What follows belongs to an exercise in optimizing a design on an open flow for small area, a short achievable clock period and few clock cycles; a production flow would make more cautious choices. Where RTL was checked, it was by simulation tests only, not by an equivalence proof against the original. Only the layout flow was run in run 2; the RTL was not checked for function there. Power is estimated from default activity; no workload was simulated.

## flow/design.v (module list and top-level ports; edited modules follow where they fit)
// module rtc_fields_to_epoch_seconds_unit: 1293 lines
module rtc_fields_to_epoch_seconds_unit (
  input  logic      clk,
  input  logic      rst,
  input  logic      start,
  output logic      busy,
  input  rfes_pkg::rfes_in_t  fields,
  output logic      done,
  output rfes_pkg::rfes_out_t result,
  input  logic      cfg_write,
  input  logic      cfg_index,
  input  logic      cfg_data
);
  // ...
==> flow/flow/run.sh <==
#!/bin/bash
# Standard layout, with the port buffers made of the smallest buffer cell,
# Yosys's generic fine-grained ABC pass skipped (so that the adders written as
# gates reach full-adder extraction as written), and timing repair aiming
# 5.5 ns above the required setup slack.
set -euo pipefail
bash standard.sh SYNTH_ARGS=-noabc BUFFER_PORTS_ARGS="-buffer_cell sky130_fd_sc_hd__buf_1" SETUP_SLACK_MARGIN=5.5 finish > standard_flow.log 2>&1
==> flow/standard.sh <==
#!/bin/bash
# synth_recipe.tcl (not shown) runs the flow's synth.tcl, then flattens the netlist and writes it again
# the make line also repeats each setting of config.mk as NAME=value (left out here)
make -C /OpenROAD-flow-scripts/flow DESIGN_CONFIG=/design/flow/config.mk WORK_HOME=/design/flow/orfs CLKGATE_MAP_FILE= SYNTH_SCRIPT=/design/flow/synth_recipe.tcl "${@:-finish}"
==> flow/config.mk <==
export PLATFORM = sky130hd
export DESIGN_NAME = rtc_fields_to_epoch_seconds_unit
export DESIGN_NICKNAME = rtc_fields_to_epoch_seconds_unit
export VERILOG_FILES = /design/flow/design.v
export SDC_FILE = /design/flow/constraint.sdc
export NUM_CORES = 4
export LEC_CHECK = 0
export CAP_MARGIN = 20
export CORE_MARGIN = 2
export CORE_UTILIZATION = 40
export CTS_BUF_LIST = sky130_fd_sc_hd__clkbuf_8
export SLEW_MARGIN = 20
==> flow/constraint.sdc <==
create_clock -name core_clock -period 8.0 [get_ports {clk}]
set_input_delay 1.6000 -clock core_clock [delete_from_list [all_inputs] [get_ports {clk}]]
set_output_delay 1.6000 -clock core_clock [all_outputs]
set_load 0.01 [all_outputs]
==> qor.yml, run 1 <==
outcome: "timing/DRC/antenna clean"
multiInputCombCellCount: 492
start_util_pct: 40.5
share_seq_of_total_power_pct: 35.4
cp_top_family: "adder cells"
worstSetupStartpointType: "primary input"
io_buffers: 87
r2r_end: "cs0_q_13"
power_leakage_uw: 0.00398
max_clock_freq_mhz: 374
power.switching_uw: 1130
yosysUniqueCellTypes: 60
rsz0062_at_grt: "true"
ff2ff_path_depth: 6
fp-row-count: 50
worstPathCellList: "buf_8 > and2_4 > ha_4 > fa_2 > fa_2 > xnor2_2 > xnor2_1"
power_frac_comb_pct: 45.5
synth_common_cells: "140 x sky130_fd_sc_hd__dfxtp_1, 83 x sky130_fd_sc_hd__inv_1, 74 x sky130_fd_sc_hd__fa_1, 52 x sky130_fd_sc_hd__ha_1, 52 x sky130_fd_sc_hd__nand2_1"
post-cts-setup-buffer-count: 7
area_growth_syn_to_layout_pct: 19.2
final-setup-viol-count: 0
r2r-start: "leap_q"
fill_cells: 1756
design.portCount: 89
insertion_delay_ns: 0.46
critical_path_class: "in2reg"
final_hold_viol_count: 0
synth_compound_area_share_pct: 14.7
cellPowerDensity_nw_per_um2: 334
nNonClkInverters: 83
cp-end-kind: "flip-flop"
Testbench counts, summed over its fixed seeds: cycles 2,144.
==> module rtc_fields_to_epoch_seconds_unit, before the edit <==
module rtc_fields_to_epoch_seconds_unit (
  input  logic      clk,
  input  logic      rst,
  input  logic      start,
  output logic      busy,
  input  rfes_pkg::rfes_in_t  fields,
  output logic      done,
  output rfes_pkg::rfes_out_t result,
  input  logic      cfg_write,
  input  logic      cfg_index,
  input  logic      cfg_data
);
  logic        bcd_mode;
  logic        twelve_hour_mode;
  always_ff @(posedge clk) begin
    if (rst) begin
      bcd_mode         <= 1'b1;
      twelve_hour_mode <= 1'b0;
    end else if (cfg_write) begin
      case (cfg_index)
        rfes_pkg::CFG_BCD_MODE:  bcd_mode         <= cfg_data;
        rfes_pkg::CFG_TWELVE_HR: twelve_hour_mode <= cfg_data;
        default:       bcd_mode         <= bcd_mode;
      endcase
    end
  end
  assign busy = 1'b0;
  logic [5:0]  sec6;
  logic [5:0]  min6;
  logic [4:0]  hv5;
  logic [4:0]  day5;
  logic [6:0]  yr7;
  logic [3:0]  mon4;
  logic [3:0]  h4;
  logic [4:0]  hr5;
  logic        leap;
  logic [3:0]  ml;
  logic [1:0]  fields_r;
  logic        err_sec, err_min, err_hr, err_day, err_mon, err_yr, err_all;
  logic t0;
  logic t1;
  logic t2;
  logic t3;
  logic t4;
  logic t5;
  logic t6;
  logic t7;
  logic t8;
  logic t9;
  logic t10;
  logic t11;
  logic t12;
  logic t13;
  logic t14;
  logic t15;
  logic t16;
  logic t17;
  logic t18;
  logic t19;
  logic t20;
  logic t21;
  logic t22;
  logic t23;
  logic t24;
  logic t25;
  logic t26;
  logic t27;
  logic t28;
  logic t29;
  logic t30;
  logic t31;
  logic t32;
  logic t33;
  logic t34;
  logic t35;
  logic t36;
  logic t37;
  logic t38;
  logic t39;
  logic t40;
  logic t41;
  logic t42;
  logic t43;
  logic t44;
  logic t45;
  logic t46;
  logic t47;
  logic t48;
  logic t49;
  logic t50;
  logic t51;
  logic t52;
  logic t53;
  logic t54;
  logic t55;
  logic t56;
  logic t57;
  logic t58;
  logic t59;
  logic t60;
  logic t61;
  logic t62;
  logic t63;
  logic t64;
  logic t65;
  logic t66;
  logic t67;
  logic t68;
  logic t69;
  logic t70;
  logic t71;
  logic t72;
  logic t73;
  logic t74;
  logic t75;
  logic t76;
  logic t77;
  logic t78;
  logic t79;
  logic t80;
  logic t81;
  logic t82;
  logic t83;
  logic t84;
  logic t85;
  logic t86;
  logic t87;
  logic t88;
  logic t89;
  logic t90;
  logic t91;
  logic t92;
  assign t0 = bcd_mode & fields.raw_seconds[4];
  assign t1 = bcd_mode & fields.raw_seconds[5];
  assign t2 = bcd_mode ? fields.raw_seconds[6] : fields.raw_seconds[4];
  assign t3 = ~bcd_mode & fields.raw_seconds[5];
  assign t4 = ~bcd_mode & fields.raw_seconds[6];
  assign t5 = fields.raw_seconds[3] ^ fields.raw_seconds[4];
  assign t6 = fields.raw_seconds[3] & fields.raw_seconds[4];
  assign t7 = fields.raw_seconds[5] ^ t3;
  assign t8 = fields.raw_seconds[5] & t3;
  assign t9 = fields.raw_seconds[6] ^ t4;
  assign t10 = fields.raw_seconds[6] & t4;
  assign t11 = fields.raw_seconds[1] ^ t0;
  assign t12 = fields.raw_seconds[2] ^ t1;
  assign t13 = t2 ^ t5;
  assign t14 = t7 ^ t6;
  assign t15 = t9 ^ t8;
  assign t16 = fields.raw_seconds[1] & t0;
  assign t17 = fields.raw_seconds[2] & t1;
  assign t18 = t2 & t5;
  assign t19 = t7 & t6;
  assign t20 = t9 & t8;
  assign t21 = t17 | (t12 & t16);
  assign t22 = t12 & t11;
  assign t23 = t19 | (t14 & t18);
  assign t24 = t14 & t13;
  assign t25 = t18 | (t13 & t21);
  assign t26 = t13 & t22;
  assign t27 = t23 | (t24 & t21);
  assign t28 = t24 & t22;
  assign t29 = t20 | (t15 & t27);
  assign t30 = t12 ^ t16;
  assign t31 = t13 ^ t21;
  assign t32 = t14 ^ t25;
  assign t33 = t15 ^ t27;
  assign t34 = bcd_mode & fields.raw_minutes[4];
  assign t35 = bcd_mode & fields.raw_minutes[5];
  assign t36 = bcd_mode ? fields.raw_minutes[6] : fields.raw_minutes[4];
  assign t37 = ~bcd_mode & fields.raw_minutes[5];
  assign t38 = ~bcd_mode & fields.raw_minutes[6];
  assign t39 = fields.raw_minutes[3] ^ fields.raw_minutes[4];
  assign t40 = fields.raw_minutes[3] & fields.raw_minutes[4];
  assign t41 = fields.raw_minutes[5] ^ t37;
  assign t42 = fields.raw_minutes[5] & t37;
  assign t43 = fields.raw_minutes[6] ^ t38;
  assign t44 = fields.raw_minutes[6] & t38;
  assign t45 = fields.raw_minutes[1] ^ t34;
  assign t46 = fields.raw_minutes[2] ^ t35;
  assign t47 = t36 ^ t39;
  assign t48 = t41 ^ t40;
  assign t49 = t43 ^ t42;
  assign t50 = fields.raw_minutes[1] & t34;
  assign t51 = fields.raw_minutes[2] & t35;
  assign t52 = t36 & t39;
  assign t53 = t41 & t40;
  assign t54 = t43 & t42;
  assign t55 = t51 | (t46 & t50);
  assign t56 = t46 & t45;
  assign t57 = t53 | (t48 & t52);
  assign t58 = t48 & t47;
  assign t59 = t52 | (t47 & t55);
  assign t60 = t47 & t56;
  assign t61 = t57 | (t58 & t55);
  assign t62 = t58 & t56;
  assign t63 = t54 | (t49 & t61);
  assign t64 = t46 ^ t50;
  assign t65 = t47 ^ t55;
  assign t66 = t48 ^ t59;
  assign t67 = t49 ^ t61;
  assign t68 = bcd_mode & fields.raw_monthday[4];
  assign t69 = bcd_mode & fields.raw_monthday[5];
  assign t70 = ~bcd_mode & fields.raw_monthday[4];
  assign t71 = ~bcd_mode & fields.raw_monthday[5];
  assign t72 = fields.raw_monthday[3] ^ fields.raw_monthday[4];
  assign t73 = fields.raw_monthday[3] & fields.raw_monthday[4];
  assign t74 = fields.raw_monthday[5] ^ t71;
  assign t75 = fields.raw_monthday[5] & t71;
  assign t76 = fields.raw_monthday[1] ^ t68;
  assign t77 = fields.raw_monthday[2] ^ t69;
  assign t78 = t70 ^ t72;
  assign t79 = t74 ^ t73;
  assign t80 = fields.raw_monthday[1] & t68;
  assign t81 = fields.raw_monthday[2] & t69;
  assign t82 = t70 & t72;
  assign t83 = t74 & t73;
  assign t84 = t81 | (t77 & t80);
  assign t85 = t77 & t76;
  assign t86 = t83 | (t79 & t82);
  assign t87 = t82 | (t78 & t84);
  assign t88 = t78 & t85;
  assign t89 = t86 | (t79 & t84);
  assign t90 = t77 ^ t80;
  assign t91 = t78 ^ t84;
  assign t92 = t79 ^ t87;
  assign sec6 = {t33, t32, t31, t30, t11, fields.raw_seconds[0]};
  assign min6 = {t67, t66, t65, t64, t45, fields.raw_minutes[0]};
  always_comb begin
    if (!bcd_mode) begin
      hv5 = fields.raw_hours[4:0];
    end else if (fields.raw_hours[5]) begin
      hv5 = {3'b101, fields.raw_hours[1:0]};
    end else if (fields.raw_hours[4]) begin
      hv5 = rfes_pkg::plus10(fields.raw_hours[3:0]);
    end else begin
      hv5 = {1'b0, fields.raw_hours[3:0]};
    end
  end
  assign day5 = {t92, t91, t90, t76, fields.raw_monthday[0]};
  assign yr7 = bcd_mode ? rfes_pkg::bcd_year(fields.raw_year) : fields.raw_year[6:0];
  always_comb begin
    err_sec = bcd_mode ? rfes_pkg::bcd_gt59(fields.raw_seconds) : rfes_pkg::gt8(fields.raw_seconds, 8'd59);
    err_min = bcd_mode ? rfes_pkg::bcd_gt59(fields.raw_minutes) : rfes_pkg::gt8(fields.raw_minutes, 8'd59);
    if (twelve_hour_mode) begin
      err_hr = bcd_mode ? rfes_pkg::bcd_bad_1_12(fields.raw_hours[6:0]) :
                          ((fields.raw_hours[6:0] == 7'd0) ||
                           rfes_pkg::gt8({1'b0, fields.raw_hours[6:0]}, 8'd12));
    end else begin
      err_hr = bcd_mode ? rfes_pkg::bcd_gt23(fields.raw_hours) : rfes_pkg::gt8(fields.raw_hours, 8'd23);
    end
    err_mon = bcd_mode ? (rfes_pkg::bcd_bad_1_12(fields.raw_month[6:0]) || fields.raw_month[7]) :
                         ((fields.raw_month == 8'd0) || rfes_pkg::gt8(fields.raw_month, 8'd12));
    err_yr  = bcd_mode ? rfes_pkg::bcd_gt99(fields.raw_year) : rfes_pkg::gt8(fields.raw_year, 8'd99);
  end
  always_comb begin
    if (bcd_mode && fields.raw_month[4]) begin
      mon4 = {1'b1, fields.raw_month[1], ~fields.raw_month[1], fields.raw_month[0]};
    end else begin
      mon4 = fields.raw_month[3:0];
    end
    if (bcd_mode && fields.raw_hours[4]) begin
      h4 = {1'b1, fields.raw_hours[1], ~fields.raw_hours[1], fields.raw_hours[0]};
    end else begin
      h4 = fields.raw_hours[3:0];
    end
    hr5 = twelve_hour_mode ? rfes_pkg::hour12(h4, fields.raw_hours[7]) : hv5;
    if (bcd_mode) begin
      leap = !fields.raw_year[0] && (fields.raw_year[1] == fields.raw_year[4]);
    end else begin
      leap = (fields.raw_year[1:0] == 2'b00);
    end
    ml[0] = (mon4 == 4'd2) && !leap;
    ml[1] = (mon4 == 4'd2) && leap;
    ml[2] = (mon4 == 4'd4) || (mon4 == 4'd6) || (mon4 == 4'd9) || (mon4 == 4'd11);
    ml[3] = !(ml[0] || ml[1] || ml[2]);
    err_day = (fields.raw_monthday == 8'd0) || rfes_pkg::day_gt(fields.raw_monthday, bcd_mode, ml);
    err_all = err_sec || err_min || err_hr || err_day || err_mon || err_yr;
    if (bcd_mode) begin
      fields_r = {fields.raw_year[1] ^ fields.raw_year[4], fields.raw_year[0]};
    end else begin
      fields_r = fields.raw_year[1:0];
    end
  end
  logic [3:0]  mona;
  logic [2:0]  monb;
  assign mona[0] = (mon4 == 4'd1) || (mon4 == 4'd5) || (mon4 == 4'd9);
  assign mona[1] = (mon4 == 4'd2) || (mon4 == 4'd6) || (mon4 == 4'd10);
  assign mona[2] = (mon4 == 4'd3) || (mon4 == 4'd7) || (mon4 == 4'd11);
  assign mona[3] = (mon4 == 4'd4) || (mon4 == 4'd8) || (mon4 == 4'd12);
  assign monb[0] = (mon4 == 4'd1) || (mon4 == 4'd2) || (mon4 == 4'd3) || (mon4 == 4'd4);
  assign monb[1] = (mon4 == 4'd5) || (mon4 == 4'd6) || (mon4 == 4'd7) || (mon4 == 4'd8);
  assign monb[2] = (mon4 == 4'd9) || (mon4 == 4'd10) || (mon4 == 4'd11) || (mon4 == 4'd12);
  logic        v_q;
  logic [5:0]  errs_q;
  logic        err_q;
  logic [4:0]  q_q;
  logic [1:0]  r_q;
  logic [3:0]  mona_q;   
  logic [2:0]  monb_q;   
  logic [4:0]  day_q;
  logic [4:0]  hr_q;
  logic [5:0]  min_q;
  logic [5:0]  sec_q;
  logic        leap_q;
  always_ff @(posedge clk) begin
    if (rst) begin
      v_q <= 1'b0;
    end else begin
      v_q <= start;
    end
  end
  always_ff @(posedge clk) begin
    errs_q <= {err_sec, err_min, err_hr, err_day, err_mon, err_yr};
    q_q   <= yr7[6:2];
    r_q   <= fields_r;
    mona_q <= mona;
    monb_q <= monb;
    day_q <= day5;
    hr_q  <= hr5;
    min_q <= min6;
    sec_q <= sec6;
    leap_q <= leap;
  end
  assign err_q = |errs_q;
  logic [31:0] epoch;
  logic [31:0] tab;
  logic [12:1] mon_q;
  assign mon_q[1] = mona_q[0] & monb_q[0];
  assign mon_q[2] = mona_q[1] & monb_q[0];
  assign mon_q[3] = mona_q[2] & monb_q[0];
  assign mon_q[4] = mona_q[3] & monb_q[0];
  assign mon_q[5] = mona_q[0] & monb_q[1];
  assign mon_q[6] = mona_q[1] & monb_q[1];
  assign mon_q[7] = mona_q[2] & monb_q[1];
  assign mon_q[8] = mona_q[3] & monb_q[1];
  assign mon_q[9] = mona_q[0] & monb_q[2];
  assign mon_q[10] = mona_q[1] & monb_q[2];
  assign mon_q[11] = mona_q[2] & monb_q[2];
  assign mon_q[12] = mona_q[3] & monb_q[2];
  assign tab[0] = 1'b0;
  assign tab[1] = 1'b0;
  assign tab[2] = 1'b0;
  assign tab[3] = 1'b0;
  assign tab[4] = 1'b0;
  assign tab[5] = 1'b0;
  assign tab[6] = 1'b0;
  assign tab[7] = (mon_q[1] & ~leap_q) | (mon_q[2] & leap_q) | mon_q[4] | mon_q[5] | mon_q[8] | mon_q[11] | mon_q[12];
  assign tab[8] = (mon_q[1] & ~leap_q) | mon_q[5] | mon_q[7] | mon_q[8] | mon_q[10] | mon_q[11];
  assign tab[9] = mon_q[1] | (mon_q[2] & ~leap_q) | mon_q[4] | mon_q[5] | mon_q[6] | mon_q[7] | mon_q[11];
  assign tab[10] = mon_q[3] | mon_q[5] | mon_q[6] | mon_q[10];
  assign tab[11] = mon_q[3] | mon_q[4] | mon_q[10] | mon_q[11] | mon_q[12];
  assign tab[12] = (mon_q[1] & leap_q) | (mon_q[2] & leap_q) | mon_q[5] | mon_q[6] | mon_q[12];
  assign tab[13] = (mon_q[1] & leap_q) | (mon_q[2] & ~leap_q) | mon_q[4] | mon_q[5] | mon_q[7] | mon_q[9] | mon_q[10];
  assign tab[14] = mon_q[1] | (mon_q[2] & leap_q) | mon_q[4] | mon_q[5] | mon_q[6] | mon_q[7] | mon_q[8];
  assign tab[15] = (mon_q[1] & ~leap_q) | (mon_q[2] & ~leap_q) | mon_q[3] | mon_q[5] | mon_q[6] | mon_q[10] | mon_q[11];
  assign tab[16] = (mon_q[1] & leap_q) | (mon_q[2] & ~leap_q) | mon_q[4] | mon_q[6] | mon_q[7] | mon_q[9] | mon_q[11] | mon_q[12];
  assign tab[17] = (mon_q[1] & ~leap_q) | mon_q[2] | mon_q[8] | mon_q[9] | mon_q[10] | mon_q[11] | mon_q[12];
  assign tab[18] = 1'b0;
  assign tab[19] = mon_q[1] | mon_q[3] | mon_q[5] | mon_q[7] | mon_q[9] | mon_q[11];
  assign tab[20] = mon_q[2] | mon_q[3] | mon_q[6] | mon_q[7] | mon_q[10] | mon_q[11];
  assign tab[21] = mon_q[2] | mon_q[5] | mon_q[7] | mon_q[8] | mon_q[10];
  assign tab[22] = mon_q[1] | mon_q[2] | mon_q[4] | mon_q[5] | mon_q[8] | mon_q[11];
  assign tab[23] = mon_q[3] | mon_q[4] | mon_q[5] | mon_q[9] | mon_q[10] | mon_q[11];
  assign tab[24] = mon_q[6] | mon_q[7] | mon_q[8] | mon_q[9] | mon_q[10] | mon_q[11];
  assign tab[25] = mon_q[12];
  assign tab[26] = 1'b0;
  assign tab[27] = 1'b0;
  assign tab[28] = 1'b0;
  assign tab[29] = 1'b0;
  assign tab[30] = 1'b0;
  assign tab[31] = 1'b0;
  logic t93;
  logic t94;
  logic t95;
  logic t96;
  logic t97;
  logic t98;
  logic t99;
  logic t100;
  logic t101;
  logic t102;
  logic t103;
  logic t104;
  logic t105;
  logic t106;
  logic t107;
  logic t108;
  logic t109;
  logic t110;
  logic t111;
  logic t112;
  logic t113;
  logic t114;
  logic t115;
  logic t116;
  logic t117;
  logic t118;
  logic t119;
  logic t120;
  logic t121;
  logic t122;
  logic t123;
  logic t124;
  logic t125;
  logic t126;
  logic t127;
  logic t128;
  logic t129;
  logic t130;
  logic t131;
  logic t132;
  logic t133;
  logic t134;
  logic t135;
  logic t136;
  logic t137;
  logic t138;
  logic t139;
  logic t140;
  logic t141;
  logic t142;
  logic t143;
  logic t144;
  logic t145;
  logic t146;
  logic t147;
  logic t148;
  logic t149;
  logic t150;
  logic t151;
  logic t152;
  logic t153;
  logic t154;
  logic t155;
  logic t156;
  logic t157;
  logic t158;
  logic t159;
  logic t160;
  logic t161;
  logic t162;
  logic t163;
  logic t164;
  logic t165;
  logic t166;
  logic t167;
  logic t168;
  logic t169;
  logic t170;
  logic t171;
  logic t172;
  logic t173;
  logic t174;
  logic t175;
  logic t176;
  logic t177;
  logic t178;
  logic t179;
  logic t180;
  logic t181;
  logic t182;
  logic t183;
  logic t184;
  logic t185;
  logic t186;
  logic t187;
  logic t188;
  logic t189;
  logic t190;
  logic t191;
  logic t192;
  logic t193;
  logic t194;
  logic t195;
  logic t196;
  logic t197;
  logic t198;
  logic t199;
  logic t200;
  logic t201;
  logic t202;
  logic t203;
  logic t204;
  logic t205;
  logic t206;
  logic t207;
  logic t208;
  logic t209;
  logic t210;
  logic t211;
  logic t212;
  logic t213;
  logic t214;
  logic t215;
  logic t216;
  logic t217;
  logic t218;
  logic t219;
  logic t220;
  logic t221;
  logic t222;
  logic t223;
  logic t224;
  logic t225;
  logic t226;
  logic t227;
  logic t228;
  logic t229;
  logic t230;
  logic t231;
  logic t232;
  logic t233;
  logic t234;
  logic t235;
  logic t236;
  logic t237;
  logic t238;
  logic t239;
  logic t240;
  logic t241;
  logic t242;
  logic t243;
  logic t244;
  logic t245;
  logic t246;
  logic t247;
  logic t248;
  logic t249;
  logic t250;
  logic t251;
  logic t252;
  assign t93 = ~q_q[0] ^ day_q[0];
  assign t94 = ~q_q[0] & day_q[0];
  assign t95 = ~q_q[1] ^ day_q[1] ^ day_q[0];
  assign t96 = (~q_q[1] & day_q[1]) | (day_q[0] & (~q_q[1] ^ day_q[1]));
  assign t97 = ~q_q[2] ^ day_q[2];
  assign t98 = ~q_q[2] & day_q[2];
  assign t99 = ~q_q[3] ^ day_q[3] ^ day_q[2];
  assign t100 = (~q_q[3] & day_q[3]) | (day_q[2] & (~q_q[3] ^ day_q[3]));
  assign t101 = ~q_q[4] ^ day_q[4] ^ day_q[3];
  assign t102 = (~q_q[4] & day_q[4]) | (day_q[3] & (~q_q[4] ^ day_q[4]));
  assign t103 = day_q[4] ^ day_q[0];
  assign t104 = day_q[4] & day_q[0];
  assign t105 = q_q[0] ^ day_q[1];
  assign t106 = q_q[0] & day_q[1];
  assign t107 = q_q[1] ^ day_q[2];
  assign t108 = q_q[1] & day_q[2];
  assign t109 = q_q[2] ^ day_q[3];
  assign t110 = q_q[2] & day_q[3];
  assign t111 = q_q[3] ^ day_q[4] ^ day_q[2];
  assign t112 = (q_q[3] & day_q[4]) | (day_q[2] & (q_q[3] ^ day_q[4]));
  assign t113 = q_q[4] ^ ~q_q[0];
  assign t114 = q_q[4] & ~q_q[0];
  assign t115 = hr_q[3] ^ ~min_q[5] ^ min_q[1];
  assign t116 = (hr_q[3] & ~min_q[5]) | (min_q[1] & (hr_q[3] ^ ~min_q[5]));
  assign t117 = hr_q[4] ^ min_q[2] ^ ~r_q[1];
  assign t118 = (hr_q[4] & min_q[2]) | (~r_q[1] & (hr_q[4] ^ min_q[2]));
  assign t119 = tab[8] ^ t94;
  assign t120 = tab[8] & t94;
  assign t121 = day_q[1] ^ ~hr_q[0] ^ min_q[3];
  assign t122 = (day_q[1] & ~hr_q[0]) | (min_q[3] & (day_q[1] ^ ~hr_q[0]));
  assign t123 = tab[9] ^ t97 ^ t96;
  assign t124 = (tab[9] & t97) | (t96 & (tab[9] ^ t97));
  assign t125 = ~hr_q[1] ^ min_q[4] ^ r_q[0];
  assign t126 = (~hr_q[1] & min_q[4]) | (r_q[0] & (~hr_q[1] ^ min_q[4]));
  assign t127 = tab[10] ^ t98 ^ t99;
  assign t128 = (tab[10] & t98) | (t99 & (tab[10] ^ t98));
  assign t129 = ~hr_q[2] ^ min_q[5] ^ r_q[1];
  assign t130 = (~hr_q[2] & min_q[5]) | (r_q[1] & (~hr_q[2] ^ min_q[5]));
  assign t131 = tab[11] ^ t101 ^ t100;
  assign t132 = (tab[11] & t101) | (t100 & (tab[11] ^ t101));
  assign t133 = ~hr_q[3] ^ hr_q[0] ^ ~r_q[0];
  assign t134 = (~hr_q[3] & hr_q[0]) | (~r_q[0] & (~hr_q[3] ^ hr_q[0]));
  assign t135 = tab[12] ^ t103 ^ t102;
  assign t136 = (tab[12] & t103) | (t102 & (tab[12] ^ t103));
  assign t137 = ~hr_q[4] ^ hr_q[1] ^ ~r_q[1];
  assign t138 = (~hr_q[4] & hr_q[1]) | (~r_q[1] & (~hr_q[4] ^ hr_q[1]));
  assign t139 = tab[13] ^ t105 ^ t104;
  assign t140 = (tab[13] & t105) | (t104 & (tab[13] ^ t105));
  assign t141 = day_q[0] ^ hr_q[2] ^ r_q[0];
  assign t142 = (day_q[0] & hr_q[2]) | (r_q[0] & (day_q[0] ^ hr_q[2]));
  assign t143 = tab[14] ^ t107 ^ t106;
  assign t144 = (tab[14] & t107) | (t106 & (tab[14] ^ t107));
  assign t145 = day_q[1] ^ hr_q[3] ^ r_q[1];
  assign t146 = (day_q[1] & hr_q[3]) | (r_q[1] & (day_q[1] ^ hr_q[3]));
  assign t147 = tab[15] ^ t109 ^ t108;
  assign t148 = (tab[15] & t109) | (t108 & (tab[15] ^ t109));
  assign t149 = day_q[0] ^ hr_q[4] ^ r_q[0];
  assign t150 = (day_q[0] & hr_q[4]) | (r_q[0] & (day_q[0] ^ hr_q[4]));
  assign t151 = tab[16] ^ t110 ^ t111;
  assign t152 = (tab[16] & t110) | (t111 & (tab[16] ^ t110));
  assign t153 = day_q[3] ^ day_q[1] ^ r_q[1];
  assign t154 = (day_q[3] & day_q[1]) | (r_q[1] & (day_q[3] ^ day_q[1]));
  assign t155 = tab[17] ^ t113 ^ t112;
  assign t156 = (tab[17] & t113) | (t112 & (tab[17] ^ t113));
  assign t157 = ~q_q[1] ^ day_q[4] ^ day_q[2];
  assign t158 = (~q_q[1] & day_q[4]) | (day_q[2] & (~q_q[1] ^ day_q[4]));
  assign t159 = 1'b1 ^ t114;
  assign t160 = 1'b1 & t114;
  assign t161 = ~q_q[2] ^ q_q[0] ^ day_q[3];
  assign t162 = (~q_q[2] & q_q[0]) | (day_q[3] & (~q_q[2] ^ q_q[0]));
  assign t163 = ~q_q[3] ^ q_q[1];
  assign t164 = ~q_q[3] & q_q[1];
  assign t165 = ~q_q[4] ^ q_q[2];
  assign t166 = ~q_q[4] & q_q[2];
  assign t167 = ~r_q[0] ^ tab[7];
  assign t168 = ~r_q[0] & tab[7];
  assign t169 = t95 ^ t117 ^ t116;
  assign t170 = (t95 & t117) | (t116 & (t95 ^ t117));
  assign t171 = t121 ^ t118 ^ t120;
  assign t172 = (t121 & t118) | (t120 & (t121 ^ t118));
  assign t173 = t125 ^ t122 ^ t127;
  assign t174 = (t125 & t122) | (t127 & (t125 ^ t122));
  assign t175 = t129 ^ t126 ^ t131;
  assign t176 = (t129 & t126) | (t131 & (t129 ^ t126));
  assign t177 = t133 ^ t130 ^ t135;
  assign t178 = (t133 & t130) | (t135 & (t133 ^ t130));
  assign t179 = t137 ^ t134 ^ t139;
  assign t180 = (t137 & t134) | (t139 & (t137 ^ t134));
  assign t181 = t141 ^ t138 ^ t143;
  assign t182 = (t141 & t138) | (t143 & (t141 ^ t138));
  assign t183 = t145 ^ t142 ^ t147;
  assign t184 = (t145 & t142) | (t147 & (t145 ^ t142));
  assign t185 = t149 ^ t146 ^ t148;
  assign t186 = (t149 & t146) | (t148 & (t149 ^ t146));
  assign t187 = t153 ^ t150 ^ t155;
  assign t188 = (t153 & t150) | (t155 & (t153 ^ t150));
  assign t189 = t157 ^ t154 ^ t159;
  assign t190 = (t157 & t154) | (t159 & (t157 ^ t154));
  assign t191 = tab[19] ^ t161 ^ t158;
  assign t192 = (tab[19] & t161) | (t158 & (tab[19] ^ t161));
  assign t193 = day_q[4] ^ tab[20] ^ t163;
  assign t194 = (day_q[4] & tab[20]) | (t163 & (day_q[4] ^ tab[20]));
  assign t195 = ~r_q[0] ^ tab[21] ^ t165;
  assign t196 = (~r_q[0] & tab[21]) | (t165 & (~r_q[0] ^ tab[21]));
  assign t197 = q_q[3] ^ ~r_q[1] ^ tab[22];
  assign t198 = (q_q[3] & ~r_q[1]) | (tab[22] & (q_q[3] ^ ~r_q[1]));
  assign t199 = q_q[4] ^ ~q_q[0];
  assign t200 = q_q[4] & ~q_q[0];
  assign t201 = ~min_q[0] ^ sec_q[2];
  assign t202 = ~min_q[0] & sec_q[2];
  assign t203 = ~min_q[1] ^ sec_q[3];
  assign t204 = ~min_q[1] & sec_q[3];
  assign t205 = hr_q[0] ^ ~min_q[2] ^ sec_q[4];
  assign t206 = (hr_q[0] & ~min_q[2]) | (sec_q[4] & (hr_q[0] ^ ~min_q[2]));
  assign t207 = hr_q[1] ^ ~min_q[3] ^ sec_q[5];
  assign t208 = (hr_q[1] & ~min_q[3]) | (sec_q[5] & (hr_q[1] ^ ~min_q[3]));
  assign t209 = hr_q[2] ^ ~min_q[4] ^ min_q[0];
  assign t210 = (hr_q[2] & ~min_q[4]) | (min_q[0] & (hr_q[2] ^ ~min_q[4]));
  assign t211 = t93 ^ t167 ^ t115;
  assign t212 = (t93 & t167) | (t115 & (t93 ^ t167));
  assign t213 = t168 ^ t119 ^ t169;
  assign t214 = (t168 & t119) | (t169 & (t168 ^ t119));
  assign t215 = t123 ^ t170 ^ t171;
  assign t216 = (t123 & t170) | (t171 & (t123 ^ t170));
  assign t217 = t124 ^ t172 ^ t173;
  assign t218 = (t124 & t172) | (t173 & (t124 ^ t172));
  assign t219 = t128 ^ t175 ^ t174;
  assign t220 = (t128 & t175) | (t174 & (t128 ^ t175));
  assign t221 = t132 ^ t177 ^ t176;
  assign t222 = (t132 & t177) | (t176 & (t132 ^ t177));
  assign t223 = t136 ^ t179 ^ t178;
  assign t224 = (t136 & t179) | (t178 & (t136 ^ t179));
  assign t225 = t140 ^ t181 ^ t180;
  assign t226 = (t140 & t181) | (t180 & (t140 ^ t181));
  assign t227 = t144 ^ t183 ^ t182;
  assign t228 = (t144 & t183) | (t182 & (t144 ^ t183));
  assign t229 = t151 ^ t185 ^ t184;
  assign t230 = (t151 & t185) | (t184 & (t151 ^ t185));
  assign t231 = t152 ^ t186 ^ t187;
  assign t232 = (t152 & t186) | (t187 & (t152 ^ t186));
  assign t233 = t156 ^ t189 ^ t188;
  assign t234 = (t156 & t189) | (t188 & (t156 ^ t189));
  assign t235 = t160 ^ t191 ^ t190;
  assign t236 = (t160 & t191) | (t190 & (t160 ^ t191));
  assign t237 = t162 ^ t193 ^ t192;
  assign t238 = (t162 & t193) | (t192 & (t162 ^ t193));
  assign t239 = t164 ^ t195 ^ t194;
  assign t240 = (t164 & t195) | (t194 & (t164 ^ t195));
  assign t241 = t166 ^ t197 ^ t196;
  assign t242 = (t166 & t197) | (t196 & (t166 ^ t197));
  assign t243 = tab[23] ^ t199 ^ t198;
  assign t244 = (tab[23] & t199) | (t198 & (tab[23] ^ t199));
  assign t245 = ~q_q[1] ^ tab[24] ^ t200;
  assign t246 = (~q_q[1] & tab[24]) | (t200 & (~q_q[1] ^ tab[24]));
  assign t247 = ~q_q[2] ^ r_q[0] ^ tab[25];
  assign t248 = (~q_q[2] & r_q[0]) | (tab[25] & (~q_q[2] ^ r_q[0]));
  assign t249 = ~q_q[3] ^ r_q[1];
  assign t250 = ~q_q[3] & r_q[1];
  assign t251 = ~q_q[4] ^ q_q[0] ^ 1'b1;
  assign t252 = (~q_q[4] & q_q[0]) | (1'b1 & (~q_q[4] ^ q_q[0]));
  logic        v2_q;
  logic        err2_q;
  logic        cs0_q_0;
  logic        cs0_q_1;
  logic        cs0_q_2;
  logic        cs1_q_2;
  logic        cs0_q_3;
  logic        cs1_q_3;
  logic        cs0_q_4;
  logic        cs1_q_4;
  logic        cs0_q_5;
  logic        cs1_q_5;
  logic        cs0_q_6;
  logic        cs1_q_6;
  logic        cs0_q_7;
  logic        cs1_q_7;
  logic        cs0_q_8;
  logic        cs1_q_8;
  logic        cs0_q_9;
  logic        cs1_q_9;
  logic        cs0_q_10;
  logic        cs1_q_10;
  logic        cs0_q_11;
  logic        cs1_q_11;
  logic        cs0_q_12;
  logic        cs1_q_12;
  logic        cs0_q_13;
  logic        cs1_q_13;
  logic        cs0_q_14;
  logic        cs1_q_14;
  logic        cs0_q_15;
  logic        cs1_q_15;
  logic        cs0_q_16;
  logic        cs1_q_16;
  logic        cs0_q_17;
  logic        cs1_q_17;
  logic        cs0_q_18;
  logic        cs1_q_18;
  logic        cs0_q_19;
  logic        cs1_q_19;
  logic        cs0_q_20;
  logic        cs1_q_20;
  logic        cs0_q_21;
  logic        cs1_q_21;
  logic        cs0_q_22;
  logic        cs1_q_22;
  logic        cs0_q_23;
  logic        cs1_q_23;
  logic        cs0_q_24;
  logic        cs1_q_24;
  logic        cs0_q_25;
  logic        cs1_q_25;
  logic        cs0_q_26;
  logic        cs1_q_26;
  logic        cs0_q_27;
  logic        cs1_q_27;
  logic        cs0_q_28;
  logic        cs1_q_28;
  logic        cs0_q_29;
  logic        cs1_q_29;
  logic        cs0_q_30;
  logic        cs0_q_31;
  always_ff @(posedge clk) begin
    if (rst) begin
      v2_q <= 1'b0;
    end else begin
      v2_q <= v_q;
    end
  end
  always_ff @(posedge clk) begin
    err2_q <= err_q;
    cs0_q_0 <= sec_q[0];
    cs0_q_1 <= sec_q[1];
    cs0_q_2 <= 1'b1;
    cs1_q_2 <= t201;
    cs0_q_3 <= t203;
    cs1_q_3 <= t202;
    cs0_q_4 <= t205;
    cs1_q_4 <= t204;
    cs0_q_5 <= t207;
    cs1_q_5 <= t206;
    cs0_q_6 <= t209;
    cs1_q_6 <= t208;
    cs0_q_7 <= t211;
    cs1_q_7 <= t210;
    cs0_q_8 <= t213;
    cs1_q_8 <= t212;
    cs0_q_9 <= t215;
    cs1_q_9 <= t214;
    cs0_q_10 <= t217;
    cs1_q_10 <= t216;
    cs0_q_11 <= t219;
    cs1_q_11 <= t218;
    cs0_q_12 <= t221;
    cs1_q_12 <= t220;
    cs0_q_13 <= t223;
    cs1_q_13 <= t222;
    cs0_q_14 <= t225;
    cs1_q_14 <= t224;
    cs0_q_15 <= t227;
    cs1_q_15 <= t226;
    cs0_q_16 <= t229;
    cs1_q_16 <= t228;
    cs0_q_17 <= t231;
    cs1_q_17 <= t230;
    cs0_q_18 <= t233;
    cs1_q_18 <= t232;
    cs0_q_19 <= t235;
    cs1_q_19 <= t234;
    cs0_q_20 <= t237;
    cs1_q_20 <= t236;
    cs0_q_21 <= t239;
    cs1_q_21 <= t238;
    cs0_q_22 <= t241;
    cs1_q_22 <= t240;
    cs0_q_23 <= t243;
    cs1_q_23 <= t242;
    cs0_q_24 <= t245;
    cs1_q_24 <= t244;
    cs0_q_25 <= t247;
    cs1_q_25 <= t246;
    cs0_q_26 <= t249;
    cs1_q_26 <= t248;
    cs0_q_27 <= t251;
    cs1_q_27 <= t250;
    cs0_q_28 <= q_q[1];
    cs1_q_28 <= t252;
    cs0_q_29 <= q_q[2];
    cs1_q_29 <= 1'b1;
    cs0_q_30 <= q_q[3];
    cs0_q_31 <= q_q[4];
  end
  logic t253;
  logic t254;
  logic t255;
  logic t256;
  logic t257;
  logic t258;
  logic t259;
  logic t260;
  logic t261;
  logic t262;
  logic t263;
  logic t264;
  logic t265;
  logic t266;
  logic t267;
  logic t268;
  logic t269;
  logic t270;
  logic t271;
  logic t272;
  logic t273;
  logic t274;
  logic t275;
  logic t276;
  logic t277;
  logic t278;
  logic t279;
  logic t280;
  logic t281;
  logic t282;
  logic t283;
  logic t284;
  logic t285;
  logic t286;
  logic t287;
  logic t288;
  logic t289;
  logic t290;
  logic t291;
  logic t292;
  logic t293;
  logic t294;
  logic t295;
  logic t296;
  logic t297;
  logic t298;
  logic t299;
  logic t300;
  logic t301;
  logic t302;
  logic t303;
  logic t304;
  logic t305;
  logic t306;
  logic t307;
  logic t308;
  logic t309;
  logic t310;
  logic t311;
  logic t312;
  logic t313;
  logic t314;
  logic t315;
  logic t316;
  logic t317;
  logic t318;
  logic t319;
  logic t320;
  logic t321;
  logic t322;
  logic t323;
  logic t324;
  logic t325;
  logic t326;
  logic t327;
  logic t328;
  logic t329;
  logic t330;
  logic t331;
  logic t332;
  logic t333;
  logic t334;
  logic t335;
  logic t336;
  logic t337;
  logic t338;
  logic t339;
  logic t340;
  logic t341;
  logic t342;
  logic t343;
  logic t344;
  logic t345;
  logic t346;
  logic t347;
  logic t348;
  logic t349;
  logic t350;
  logic t351;
  logic t352;
  logic t353;
  logic t354;
  logic t355;
  logic t356;
  logic t357;
  logic t358;
  logic t359;
  logic t360;
  logic t361;
  logic t362;
  logic t363;
  logic t364;
  logic t365;
  logic t366;
  logic t367;
  logic t368;
  logic t369;
  logic t370;
  logic t371;
  logic t372;
  logic t373;
  logic t374;
  logic t375;
  logic t376;
  logic t377;
  logic t378;
  logic t379;
  logic t380;
  logic t381;
  logic t382;
  logic t383;
  logic t384;
  logic t385;
  logic t386;
  logic t387;
  logic t388;
  logic t389;
  logic t390;
  logic t391;
  logic t392;
  logic t393;
  logic t394;
  logic t395;
  logic t396;
  logic t397;
  logic t398;
  logic t399;
  logic t400;
  logic t401;
  logic t402;
  logic t403;
  logic t404;
  logic t405;
  logic t406;
  logic t407;
  logic t408;
  logic t409;
  logic t410;
  logic t411;
  logic t412;
  logic t413;
  logic t414;
  logic t415;
  logic t416;
  logic t417;
  logic t418;
  logic t419;
  logic t420;
  logic t421;
  logic t422;
  logic t423;
  logic t424;
  logic t425;
  logic t426;
  logic t427;
  logic t428;
  logic t429;
  logic t430;
  logic t431;
  logic t432;
  logic t433;
  logic t434;
  logic t435;
  logic t436;
  logic t437;
  logic t438;
  logic t439;
  logic t440;
  logic t441;
  logic t442;
  logic t443;
  logic t444;
  logic t445;
  logic t446;
  logic t447;
  logic t448;
  logic t449;
  logic t450;
  logic t451;
  logic t452;
  logic t453;
  logic t454;
  logic t455;
  logic t456;
  logic t457;
  logic t458;
  logic t459;
  logic t460;
  logic t461;
  logic t462;
  logic t463;
  logic t464;
  logic t465;
  logic t466;
  logic t467;
  logic t468;
  logic t469;
  logic t470;
  logic t471;
  logic t472;
  logic t473;
  logic t474;
  logic t475;
  logic t476;
  logic t477;
  logic t478;
  logic t479;
  assign t253 = cs0_q_2 ^ cs1_q_2;
  assign t254 = cs0_q_3 ^ cs1_q_3;
  assign t255 = cs0_q_4 ^ cs1_q_4;
  assign t256 = cs0_q_5 ^ cs1_q_5;
  assign t257 = cs0_q_6 ^ cs1_q_6;
  assign t258 = cs0_q_7 ^ cs1_q_7;
  assign t259 = cs0_q_8 ^ cs1_q_8;
  assign t260 = cs0_q_9 ^ cs1_q_9;
  assign t261 = cs0_q_10 ^ cs1_q_10;
  assign t262 = cs0_q_11 ^ cs1_q_11;
  assign t263 = cs0_q_12 ^ cs1_q_12;
  assign t264 = cs0_q_13 ^ cs1_q_13;
  assign t265 = cs0_q_14 ^ cs1_q_14;
  assign t266 = cs0_q_15 ^ cs1_q_15;
  assign t267 = cs0_q_16 ^ cs1_q_16;
  assign t268 = cs0_q_17 ^ cs1_q_17;
  assign t269 = cs0_q_18 ^ cs1_q_18;
  assign t270 = cs0_q_19 ^ cs1_q_19;
  assign t271 = cs0_q_20 ^ cs1_q_20;
  assign t272 = cs0_q_21 ^ cs1_q_21;
  assign t273 = cs0_q_22 ^ cs1_q_22;
  assign t274 = cs0_q_23 ^ cs1_q_23;
  assign t275 = cs0_q_24 ^ cs1_q_24;
  assign t276 = cs0_q_25 ^ cs1_q_25;
  assign t277 = cs0_q_26 ^ cs1_q_26;
  assign t278 = cs0_q_27 ^ cs1_q_27;
  assign t279 = cs0_q_28 ^ cs1_q_28;
  assign t280 = cs0_q_29 ^ cs1_q_29;
  assign t281 = cs0_q_30 ^ 1'b0;
  assign t282 = cs0_q_31 ^ 1'b0;
  assign t283 = cs0_q_2 & cs1_q_2;
  assign t284 = cs0_q_3 & cs1_q_3;
  assign t285 = cs0_q_4 & cs1_q_4;
  assign t286 = cs0_q_5 & cs1_q_5;
  assign t287 = cs0_q_6 & cs1_q_6;
  assign t288 = cs0_q_7 & cs1_q_7;
  assign t289 = cs0_q_8 & cs1_q_8;
  assign t290 = cs0_q_9 & cs1_q_9;
  assign t291 = cs0_q_10 & cs1_q_10;
  assign t292 = cs0_q_11 & cs1_q_11;
  assign t293 = cs0_q_12 & cs1_q_12;
  assign t294 = cs0_q_13 & cs1_q_13;
  assign t295 = cs0_q_14 & cs1_q_14;
  assign t296 = cs0_q_15 & cs1_q_15;
  assign t297 = cs0_q_16 & cs1_q_16;
  assign t298 = cs0_q_17 & cs1_q_17;
  assign t299 = cs0_q_18 & cs1_q_18;
  assign t300 = cs0_q_19 & cs1_q_19;
  assign t301 = cs0_q_20 & cs1_q_20;
  assign t302 = cs0_q_21 & cs1_q_21;
  assign t303 = cs0_q_22 & cs1_q_22;
  assign t304 = cs0_q_23 & cs1_q_23;
  assign t305 = cs0_q_24 & cs1_q_24;
  assign t306 = cs0_q_25 & cs1_q_25;
  assign t307 = cs0_q_26 & cs1_q_26;
  assign t308 = cs0_q_27 & cs1_q_27;
  assign t309 = cs0_q_28 & cs1_q_28;
  assign t310 = cs0_q_29 & cs1_q_29;
  assign t311 = cs0_q_30 & 1'b0;
  assign t312 = cs0_q_31 & 1'b0;
  assign t313 = t284 | (t254 & t283);
  assign t314 = t254 & t253;
  assign t315 = t286 | (t256 & t285);
  assign t316 = t256 & t255;
  assign t317 = t288 | (t258 & t287);
  assign t318 = t258 & t257;
  assign t319 = t290 | (t260 & t289);
  assign t320 = t260 & t259;
  assign t321 = t292 | (t262 & t291);
  assign t322 = t262 & t261;
  assign t323 = t294 | (t264 & t293);
  assign t324 = t264 & t263;
  assign t325 = t296 | (t266 & t295);
  assign t326 = t266 & t265;
  assign t327 = t298 | (t268 & t297);
  assign t328 = t268 & t267;
  assign t329 = t300 | (t270 & t299);
  assign t330 = t270 & t269;
  assign t331 = t302 | (t272 & t301);
  assign t332 = t272 & t271;
  assign t333 = t304 | (t274 & t303);
  assign t334 = t274 & t273;
  assign t335 = t306 | (t276 & t305);
  assign t336 = t276 & t275;
  assign t337 = t308 | (t278 & t307);
  assign t338 = t278 & t277;
  assign t339 = t310 | (t280 & t309);
  assign t340 = t280 & t279;
  assign t341 = t312 | (t282 & t311);
  assign t342 = t285 | (t255 & t313);
  assign t343 = t255 & t314;
  assign t344 = t315 | (t316 & t313);
  assign t345 = t316 & t314;
  assign t346 = t289 | (t259 & t317);
  assign t347 = t259 & t318;
  assign t348 = t319 | (t320 & t317);
  assign t349 = t320 & t318;
  assign t350 = t293 | (t263 & t321);
  assign t351 = t263 & t322;
  assign t352 = t323 | (t324 & t321);
  assign t353 = t324 & t322;
  assign t354 = t297 | (t267 & t325);
  assign t355 = t267 & t326;
  assign t356 = t327 | (t328 & t325);
  assign t357 = t328 & t326;
  assign t358 = t301 | (t271 & t329);
  assign t359 = t271 & t330;
  assign t360 = t331 | (t332 & t329);
  assign t361 = t332 & t330;
  assign t362 = t305 | (t275 & t333);
  assign t363 = t275 & t334;
  assign t364 = t335 | (t336 & t333);
  assign t365 = t336 & t334;
  assign t366 = t309 | (t279 & t337);
  assign t367 = t279 & t338;
  assign t368 = t339 | (t340 & t337);
  assign t369 = t340 & t338;
  assign t370 = t287 | (t257 & t344);
  assign t371 = t257 & t345;
  assign t372 = t317 | (t318 & t344);
  assign t373 = t318 & t345;
  assign t374 = t346 | (t347 & t344);
  assign t375 = t347 & t345;
  assign t376 = t348 | (t349 & t344);
  assign t377 = t349 & t345;
  assign t378 = t295 | (t265 & t352);
  assign t379 = t265 & t353;
  assign t380 = t325 | (t326 & t352);
  assign t381 = t326 & t353;
  assign t382 = t354 | (t355 & t352);
  assign t383 = t355 & t353;
  assign t384 = t356 | (t357 & t352);
  assign t385 = t357 & t353;
  assign t386 = t303 | (t273 & t360);
  assign t387 = t273 & t361;
  assign t388 = t333 | (t334 & t360);
  assign t389 = t334 & t361;
  assign t390 = t362 | (t363 & t360);
  assign t391 = t363 & t361;
  assign t392 = t364 | (t365 & t360);
  assign t393 = t365 & t361;
  assign t394 = t311 | (t281 & t368);
  assign t395 = t281 & t369;
  assign t396 = t341 | (t282 & t368);
  assign t397 = t291 | (t261 & t376);
  assign t398 = t261 & t377;
  assign t399 = t321 | (t322 & t376);
  assign t400 = t322 & t377;
  assign t401 = t350 | (t351 & t376);
  assign t402 = t351 & t377;
  assign t403 = t352 | (t353 & t376);
  assign t404 = t353 & t377;
  assign t405 = t378 | (t379 & t376);
  assign t406 = t379 & t377;
  assign t407 = t380 | (t381 & t376);
  assign t408 = t381 & t377;
  assign t409 = t382 | (t383 & t376);
  assign t410 = t383 & t377;
  assign t411 = t384 | (t385 & t376);
  assign t412 = t385 & t377;
  assign t413 = t307 | (t277 & t392);
  assign t414 = t277 & t393;
  assign t415 = t337 | (t338 & t392);
  assign t416 = t338 & t393;
  assign t417 = t366 | (t367 & t392);
  assign t418 = t367 & t393;
  assign t419 = t368 | (t369 & t392);
  assign t420 = t369 & t393;
  assign t421 = t394 | (t395 & t392);
  assign t422 = t395 & t393;
  assign t423 = t396 | (t282 & t392);
  assign t424 = t299 | (t269 & t411);
  assign t425 = t269 & t412;
  assign t426 = t329 | (t330 & t411);
  assign t427 = t330 & t412;
  assign t428 = t358 | (t359 & t411);
  assign t429 = t359 & t412;
  assign t430 = t360 | (t361 & t411);
  assign t431 = t361 & t412;
  assign t432 = t386 | (t387 & t411);
  assign t433 = t387 & t412;
  assign t434 = t388 | (t389 & t411);
  assign t435 = t389 & t412;
  assign t436 = t390 | (t391 & t411);
  assign t437 = t391 & t412;
  assign t438 = t392 | (t393 & t411);
  assign t439 = t393 & t412;
  assign t440 = t413 | (t414 & t411);
  assign t441 = t414 & t412;
  assign t442 = t415 | (t416 & t411);
  assign t443 = t416 & t412;
  assign t444 = t417 | (t418 & t411);
  assign t445 = t418 & t412;
  assign t446 = t419 | (t420 & t411);
  assign t447 = t420 & t412;
  assign t448 = t421 | (t422 & t411);
  assign t449 = t422 & t412;
  assign t450 = t423 | (t282 & t411);
  assign t451 = t254 ^ t283;
  assign t452 = t255 ^ t313;
  assign t453 = t256 ^ t342;
  assign t454 = t257 ^ t344;
  assign t455 = t258 ^ t370;
  assign t456 = t259 ^ t372;
  assign t457 = t260 ^ t374;
  assign t458 = t261 ^ t376;
  assign t459 = t262 ^ t397;
  assign t460 = t263 ^ t399;
  assign t461 = t264 ^ t401;
  assign t462 = t265 ^ t403;
  assign t463 = t266 ^ t405;
  assign t464 = t267 ^ t407;
  assign t465 = t268 ^ t409;
  assign t466 = t269 ^ t411;
  assign t467 = t270 ^ t424;
  assign t468 = t271 ^ t426;
  assign t469 = t272 ^ t428;
  assign t470 = t273 ^ t430;
  assign t471 = t274 ^ t432;
  assign t472 = t275 ^ t434;
  assign t473 = t276 ^ t436;
  assign t474 = t277 ^ t438;
  assign t475 = t278 ^ t440;
  assign t476 = t279 ^ t442;
  assign t477 = t280 ^ t444;
  assign t478 = t281 ^ t446;
  assign t479 = t282 ^ t448;
  assign epoch = {t479, t478, t477, t476, t475, t474, t473, t472, t471, t470, t469, t468, t467, t466, t465, t464, t463, t462, t461, t460, t459, t458, t457, t456, t455, t454, t453, t452, t451, t253, cs0_q_1, cs0_q_0};
  logic        v3_q;
  logic [32:0] res_q;
  always_ff @(posedge clk) begin
    if (rst) begin
      v3_q <= 1'b0;
    end else begin
      v3_q <= v2_q;
    end
  end
  always_ff @(posedge clk) begin
    res_q <= {epoch, err2_q};
  end
  assign done   = v3_q;
  assign result = res_q;
endmodule
==> run 2, diff against run 1 <==
--- a/flow/design.v
+++ b/flow/design.v
@@ -932,44 +932,44 @@
   assign t116 = (hr_q[3] & ~min_q[5]) | (min_q[1] & (hr_q[3] ^ ~min_q[5]));
   assign t117 = hr_q[4] ^ min_q[2] ^ ~r_q[1];
   assign t118 = (hr_q[4] & min_q[2]) | (~r_q[1] & (hr_q[4] ^ min_q[2]));
-  assign t119 = tab[8] ^ t94;
-  assign t120 = tab[8] & t94;
+  assign t119 = t94 ^ t95;
+  assign t120 = t94 & t95;
   assign t121 = day_q[1] ^ ~hr_q[0] ^ min_q[3];
   assign t122 = (day_q[1] & ~hr_q[0]) | (min_q[3] & (day_q[1] ^ ~hr_q[0]));
-  assign t123 = tab[9] ^ t97 ^ t96;
-  assign t124 = (tab[9] & t97) | (t96 & (tab[9] ^ t97));
+  assign t123 = t97 ^ t96 ^ tab[9];
+  assign t124 = (t97 & t96) | (tab[9] & (t97 ^ t96));
   assign t125 = ~hr_q[1] ^ min_q[4] ^ r_q[0];
   assign t126 = (~hr_q[1] & min_q[4]) | (r_q[0] & (~hr_q[1] ^ min_q[4]));
-  assign t127 = tab[10] ^ t98 ^ t99;
-  assign t128 = (tab[10] & t98) | (t99 & (tab[10] ^ t98));
+  assign t127 = t98 ^ t99 ^ tab[10];
+  assign t128 = (t98 & t99) | (tab[10] & (t98 ^ t99));
   assign t129 = ~hr_q[2] ^ min_q[5] ^ r_q[1];
   assign t130 = (~hr_q[2] & min_q[5]) | (r_q[1] & (~hr_q[2] ^ min_q[5]));
-  assign t131 = tab[11] ^ t101 ^ t100;
-  assign t132 = (tab[11] & t101) | (t100 & (tab[11] ^ t101));
+  assign t131 = t101 ^ t100 ^ tab[11];
+  assign t132 = (t101 & t100) | (tab[11] & (t101 ^ t100));
   assign t133 = ~hr_q[3] ^ hr_q[0] ^ ~r_q[0];
   assign t134 = (~hr_q[3] & hr_q[0]) | (~r_q[0] & (~hr_q[3] ^ hr_q[0]));
-  assign t135 = tab[12] ^ t103 ^ t102;
-  assign t136 = (tab[12] & t103) | (t102 & (tab[12] ^ t103));
+  assign t135 = t103 ^ t102 ^ tab[12];
+  assign t136 = (t103 & t102) | (tab[12] & (t103 ^ t102));
   assign t137 = ~hr_q[4] ^ hr_q[1] ^ ~r_q[1];
   assign t138 = (~hr_q[4] & hr_q[1]) | (~r_q[1] & (~hr_q[4] ^ hr_q[1]));
-  assign t139 = tab[13] ^ t105 ^ t104;
-  assign t140 = (tab[13] & t105) | (t104 & (tab[13] ^ t105));
+  assign t139 = t105 ^ t104 ^ tab[13];
+  assign t140 = (t105 & t104) | (tab[13] & (t105 ^ t104));
   assign t141 = day_q[0] ^ hr_q[2] ^ r_q[0];
   assign t142 = (day_q[0] & hr_q[2]) | (r_q[0] & (day_q[0] ^ hr_q[2]));
-  assign t143 = tab[14] ^ t107 ^ t106;
-  assign t144 = (tab[14] & t107) | (t106 & (tab[14] ^ t107));
+  assign t143 = t107 ^ t106 ^ tab[14];
+  assign t144 = (t107 & t106) | (tab[14] & (t107 ^ t106));
   assign t145 = day_q[1] ^ hr_q[3] ^ r_q[1];
   assign t146 = (day_q[1] & hr_q[3]) | (r_q[1] & (day_q[1] ^ hr_q[3]));
-  assign t147 = tab[15] ^ t109 ^ t108;
-  assign t148 = (tab[15] & t109) | (t108 & (tab[15] ^ t109));
+  assign t147 = t109 ^ t108 ^ tab[15];
+  assign t148 = (t109 & t108) | (tab[15] & (t109 ^ t108));
   assign t149 = day_q[0] ^ hr_q[4] ^ r_q[0];
   assign t150 = (day_q[0] & hr_q[4]) | (r_q[0] & (day_q[0] ^ hr_q[4]));
-  assign t151 = tab[16] ^ t110 ^ t111;
-  assign t152 = (tab[16] & t110) | (t111 & (tab[16] ^ t110));
+  assign t151 = t110 ^ t111 ^ tab[16];
+  assign t152 = (t110 & t111) | (tab[16] & (t110 ^ t111));
   assign t153 = day_q[3] ^ day_q[1] ^ r_q[1];
   assign t154 = (day_q[3] & day_q[1]) | (r_q[1] & (day_q[3] ^ day_q[1]));
-  assign t155 = tab[17] ^ t113 ^ t112;
-  assign t156 = (tab[17] & t113) | (t112 & (tab[17] ^ t113));
+  assign t155 = t113 ^ t112 ^ tab[17];
+  assign t156 = (t113 & t112) | (tab[17] & (t113 ^ t112));
   assign t157 = ~q_q[1] ^ day_q[4] ^ day_q[2];
   assign t158 = (~q_q[1] & day_q[4]) | (day_q[2] & (~q_q[1] ^ day_q[4]));
   assign t159 = 1'b1 ^ t114;
@@ -980,10 +980,10 @@
   assign t164 = ~q_q[3] & q_q[1];
   assign t165 = ~q_q[4] ^ q_q[2];
   assign t166 = ~q_q[4] & q_q[2];
-  assign t167 = ~r_q[0] ^ tab[7];
-  assign t168 = ~r_q[0] & tab[7];
-  assign t169 = t95 ^ t117 ^ t116;
-  assign t170 = (t95 & t117) | (t116 & (t95 ^ t117));
+  assign t167 = ~r_q[0] ^ t93;
+  assign t168 = ~r_q[0] & t93;
+  assign t169 = t117 ^ t116 ^ tab[8];
+  assign t170 = (t117 & t116) | (tab[8] & (t117 ^ t116));
   assign t171 = t121 ^ t118 ^ t120;
   assign t172 = (t121 & t118) | (t120 & (t121 ^ t118));
   assign t173 = t125 ^ t122 ^ t127;
@@ -998,20 +998,20 @@
   assign t182 = (t141 & t138) | (t143 & (t141 ^ t138));
   assign t183 = t145 ^ t142 ^ t147;
   assign t184 = (t145 & t142) | (t147 & (t145 ^ t142));
-  assign t185 = t149 ^ t146 ^ t148;
-  assign t186 = (t149 & t146) | (t148 & (t149 ^ t146));
+  assign t185 = t149 ^ t146 ^ t151;
+  assign t186 = (t149 & t146) | (t151 & (t149 ^ t146));
   assign t187 = t153 ^ t150 ^ t155;
   assign t188 = (t153 & t150) | (t155 & (t153 ^ t150));
   assign t189 = t157 ^ t154 ^ t159;
   assign t190 = (t157 & t154) | (t159 & (t157 ^ t154));
-  assign t191 = tab[19] ^ t161 ^ t158;
-  assign t192 = (tab[19] & t161) | (t158 & (tab[19] ^ t161));
-  assign t193 = day_q[4] ^ tab[20] ^ t163;
-  assign t194 = (day_q[4] & tab[20]) | (t163 & (day_q[4] ^ tab[20]));
-  assign t195 = ~r_q[0] ^ tab[21] ^ t165;
-  assign t196 = (~r_q[0] & tab[21]) | (t165 & (~r_q[0] ^ tab[21]));
-  assign t197 = q_q[3] ^ ~r_q[1] ^ tab[22];
-  assign t198 = (q_q[3] & ~r_q[1]) | (tab[22] & (q_q[3] ^ ~r_q[1]));
+  assign t191 = t161 ^ t158 ^ t160;
+  assign t192 = (t161 & t158) | (t160 & (t161 ^ t158));
+  assign t193 = day_q[4] ^ t163 ^ t162;
+  assign t194 = (day_q[4] & t163) | (t162 & (day_q[4] ^ t163));
+  assign t195 = ~r_q[0] ^ t165 ^ t164;
+  assign t196 = (~r_q[0] & t165) | (t164 & (~r_q[0] ^ t165));
+  assign t197 = q_q[3] ^ ~r_q[1] ^ t166;
+  assign t198 = (q_q[3] & ~r_q[1]) | (t166 & (q_q[3] ^ ~r_q[1]));
   assign t199 = q_q[4] ^ ~q_q[0];
   assign t200 = q_q[4] & ~q_q[0];
   assign t201 = ~min_q[0] ^ sec_q[2];
@@ -1024,8 +1024,8 @@
   assign t208 = (hr_q[1] & ~min_q[3]) | (sec_q[5] & (hr_q[1] ^ ~min_q[3]));
   assign t209 = hr_q[2] ^ ~min_q[4] ^ min_q[0];
   assign t210 = (hr_q[2] & ~min_q[4]) | (min_q[0] & (hr_q[2] ^ ~min_q[4]));
-  assign t211 = t93 ^ t167 ^ t115;
-  assign t212 = (t93 & t167) | (t115 & (t93 ^ t167));
+  assign t211 = t115 ^ t167 ^ tab[7];
+  assign t212 = (t115 & t167) | (tab[7] & (t115 ^ t167));
   assign t213 = t168 ^ t119 ^ t169;
   assign t214 = (t168 & t119) | (t169 & (t168 ^ t119));
   assign t215 = t123 ^ t170 ^ t171;
@@ -1042,24 +1042,24 @@
   assign t226 = (t140 & t181) | (t180 & (t140 ^ t181));
   assign t227 = t144 ^ t183 ^ t182;
   assign t228 = (t144 & t183) | (t182 & (t144 ^ t183));
-  assign t229 = t151 ^ t185 ^ t184;
-  assign t230 = (t151 & t185) | (t184 & (t151 ^ t185));
-  assign t231 = t152 ^ t186 ^ t187;
-  assign t232 = (t152 & t186) | (t187 & (t152 ^ t186));
-  assign t233 = t156 ^ t189 ^ t188;
-  assign t234 = (t156 & t189) | (t188 & (t156 ^ t189));
-  assign t235 = t160 ^ t191 ^ t190;
-  assign t236 = (t160 & t191) | (t190 & (t160 ^ t191));
-  assign t237 = t162 ^ t193 ^ t192;
-  assign t238 = (t162 & t193) | (t192 & (t162 ^ t193));
-  assign t239 = t164 ^ t195 ^ t194;
-  assign t240 = (t164 & t195) | (t194 & (t164 ^ t195));
-  assign t241 = t166 ^ t197 ^ t196;
-  assign t242 = (t166 & t197) | (t196 & (t166 ^ t197));
-  assign t243 = tab[23] ^ t199 ^ t198;
-  assign t244 = (tab[23] & t199) | (t198 & (tab[23] ^ t199));
-  assign t245 = ~q_q[1] ^ tab[24] ^ t200;
-  assign t246 = (~q_q[1] & tab[24]) | (t200 & (~q_q[1] ^ tab[24]));
+  assign t229 = t148 ^ t185 ^ t184;
+  assign t230 = (t148 & t185) | (t184 & (t148 ^ t185));
+  assign t231 = t152 ^ t187 ^ t186;
+  assign t232 = (t152 & t187) | (t186 & (t152 ^ t187));
+  assign t233 = t189 ^ t156 ^ t188;
+  assign t234 = (t189 & t156) | (t188 & (t189 ^ t156));
+  assign t235 = tab[19] ^ t191 ^ t190;
+  assign t236 = (tab[19] & t191) | (t190 & (tab[19] ^ t191));
+  assign t237 = tab[20] ^ t193 ^ t192;
+  assign t238 = (tab[20] & t193) | (t192 & (tab[20] ^ t193));
+  assign t239 = tab[21] ^ t195 ^ t194;
+  assign t240 = (tab[21] & t195) | (t194 & (tab[21] ^ t195));
+  assign t241 = tab[22] ^ t197 ^ t196;
+  assign t242 = (tab[22] & t197) | (t196 & (tab[22] ^ t197));
+  assign t243 = t199 ^ tab[23] ^ t198;
+  assign t244 = (t199 & tab[23]) | (t198 & (t199 ^ tab[23]));
+  assign t245 = ~q_q[1] ^ t200 ^ tab[24];
+  assign t246 = (~q_q[1] & t200) | (tab[24] & (~q_q[1] ^ t200));
   assign t247 = ~q_q[2] ^ r_q[0] ^ tab[25];
   assign t248 = (~q_q[2] & r_q[0]) | (tab[25] & (~q_q[2] ^ r_q[0]));
   assign t249 = ~q_q[3] ^ r_q[1];
==> flow/flow/run.sh (replaced) <==
#!/bin/bash
# Standard layout, with the port buffers made of the smallest buffer cell and
# Yosys's generic fine-grained ABC pass skipped, so that the adders written as
# gates reach full-adder extraction as written.
set -euo pipefail
bash standard.sh SYNTH_ARGS=-noabc BUFFER_PORTS_ARGS="-buffer_cell sky130_fd_sc_hd__buf_1" finish > standard_flow.log 2>&1
--- a/flow/config.mk
+++ b/flow/config.mk
@@ -9,4 +9,5 @@
 export CORE_MARGIN = 2
 export CORE_UTILIZATION = 40
 export CTS_BUF_LIST = sky130_fd_sc_hd__clkbuf_8
+export SETUP_SLACK_MARGIN = 5.0
 export SLEW_MARGIN = 20
==> qor.yml, run 2 <==
endpoint: "cs0_q_14"
post-cts-setup-buffer-count: 0  # -7
yosysUniqueCellTypes: 61  # +1.7%
final-max-slew-violation-count: 0
synth_largest_type_area_fraction_pct: 36.9
max_cap_viol_count: 0
insertion_delay_ns: 0.44  # -0.02 ns
max_clock_freq_mhz: 352  # -5.8%
post_drt_via_cell_ratio: 4.94
final_hold_viol_count: 0  # unchanged
fp-row-count: 50  # unchanged
r2r-start: "mona_q[2]"
cts-root-buf: "sky130_fd_sc_hd__clkbuf_8"
design.portCount: 89  # unchanged
largest_register_ff_count: 33
timing.critical_path.slowest_stage_cell: "sky130_fd_sc_hd__fa_1"
worstPathCellList: "or2_2 > a21oi_1 > nor2_1 > o32a_1 > fa_1 > fa_1 > fa_1"
setup_total_negative_slack_ns: 0
gp_routability_congestion: 0.885
postSynthRegisterBits: 140
power_leakage_uw: 0.00373  # -6.3%
r2r_end: "cs0_q_14"
final-setup-viol-count: 0  # unchanged
die_w_um: 142
detail-route-antenna-nets: 0
start_util_pct: 40.7  # +0.20 points
io_buffers: 87  # unchanged
cp_max_fo: 8
tritoncts: "done"
cts_repair_resized_insts: 0
outcome: "timing/DRC/antenna clean"
critical_path_class: "reg2reg"
grt_remaining_overflow: 0
ff2ff_path_depth: 7  # +1
dp_worst_setup_slack_ns: 4.72
syn_area_um2: 7590
final_common_cell: "sky130_fd_sc_hd__dfxtp_1"
rsz0062_at_grt: "false"
final-instance-count-excl-fill: 1087
drive_above_1_share_pct: 5.39
cp-end-kind: "flip-flop"
hold_buffers: 0
worstSetupStartpointType: "flip-flop"
synth_common_cells: "140 x sky130_fd_sc_hd__dfxtp_1, 89 x sky130_fd_sc_hd__inv_1, 74 x sky130_fd_sc_hd__fa_1, 55 x sky130_fd_sc_hd__nand2_1"
area_growth_syn_to_layout_pct: 12.4
whs_ns: 0.329
clk_pin_slew_ns: 0.08
cellPowerDensity_nw_per_um2: 344  # +3.0%
area_of_the_core_um2: 18600
==> run 2: cell count changes after synthesis, moves of 3 or more <==
| cell | previous run | this run |
|---|---|---|
| sky130_fd_sc_hd__a21o_1 | 13 | 9 |
| sky130_fd_sc_hd__o22ai_1 | 1 | 5 |
| sky130_fd_sc_hd__o2111ai_1 | 1 | 4 |
| sky130_fd_sc_hd__inv_1 | 83 | 89 |
| sky130_fd_sc_hd__nand2_1 | 52 | 55 |
| sky130_fd_sc_hd__nand3_1 | 8 | 11 |
| sky130_fd_sc_hd__nor2_1 | 36 | 41 |
| sky130_fd_sc_hd__nand4_1 | 5 | 2 |
| sky130_fd_sc_hd__nor3_1 | 5 | 9 |
| sky130_fd_sc_hd__clkbuf_1 | 27 | 24 |
| sky130_fd_sc_hd__nand2b_1 | 3 | 7 |
| sky130_fd_sc_hd__nor2b_1 | 13 | 16 |
| sky130_fd_sc_hd__or3_1 | 5 | 2 |
==> run 2: how the worst min path moves through the flow <==
| stage | slack (ns) | depth (start not counted) | endpoint | startpoint |
|---|---|---|---|---|
| 2_1_floorplan | 0.31 | 0 | cs0_q_0 | sec_q[0] |
| 3_3_place_gp | 0.31 | 0 | res_q[2] | cs0_q_1 |
| 3_5_place_dp | 0.31 | 0 | cs0_q_0 | sec_q[0] |
| 4_1_cts | 0.33 | 0 | cs0_q_0 | sec_q[0] |
| 5_1_grt | 0.34 | 0 | res_q[2] | cs0_q_1 |
| 6_report | 0.33 | 0 | cs0_q_0 | sec_q[0] |
==> run 2: cell type report <==
type	count	area [um^2]
clock buffer	22	303
clock inverter	10	111
fill	1805	10100
inverter	89	334
multi-input combinational	504	4350
sequential	140	2800
tap	234	293
timing repair buffer	88	334
==> run 2: power by group <==
| group | total [uW] | switching (uW) | internal, uW |
|---|---|---|---|
| Clock | 580 | 263 | 317 |
| Combinational | 1290 | 716 | 574 |
| Sequential | 1060 | 108 | 953 |
==> run 2: critical path: cells and delay by family, from the launching register on <==
family,cells,cell delay [ns]
AO/OA/AOI/OAI,2,0.50
adder cells (fa/ha/maj),3,1.45
flip-flops,1,0.38
AND/OR/NAND/NOR,2,0.41
==> run 2: cell families (layout without fill, tap and decap cells) <==
logic type | Yosys count | after routing | synth area share (%)
flip-flops | 140 | 140 | 36.9
buffers and inverters | 116 | 209 | 5.80
XOR/XNOR | 31 | 31 | 3.58
AND/OR/NAND/NOR | 173 | 173 | 10.9
adder cells (fa/ha/maj) | 126 | 126 | 28.1
AO/OA/AOI/OAI | 172 | 172 | 14.5
other | 1 | 1 | 0.0494
multiplexers | 1 | 1 | 0.132
==> run 2: metal layers <==
layer  track usage [%]  wire length, um  up-vias  share of wire (%)
li1                  -                -     2701                  -
met1              20.2             6920     2517                 47
met2              24.9             7030      135                 47
met3              4.05              697       13                4.7
met4              5.84              191        0                1.3
met5                 0                0        -                  0
==> run 2: through the flow <==
stage               instance area [um^2]  total power [uW]  utilization (%)
global placement                    8110              2380             43.5
detailed placement                  8110              2390             43.5
floorplan                           7590              2000                -
finish                              8530              2930             45.8
CTS                                 8530              2990             45.7
global route                        8530              3220             45.8

Setup slack of run 2, layout unchanged: 5.160 ns with ideal ports, 5.160 ns with driving cells assumed (clock clkbuf_16, inputs buf_2), 4.738 ns with port delays also shifted by the 0.470 ns mid clock arrival.
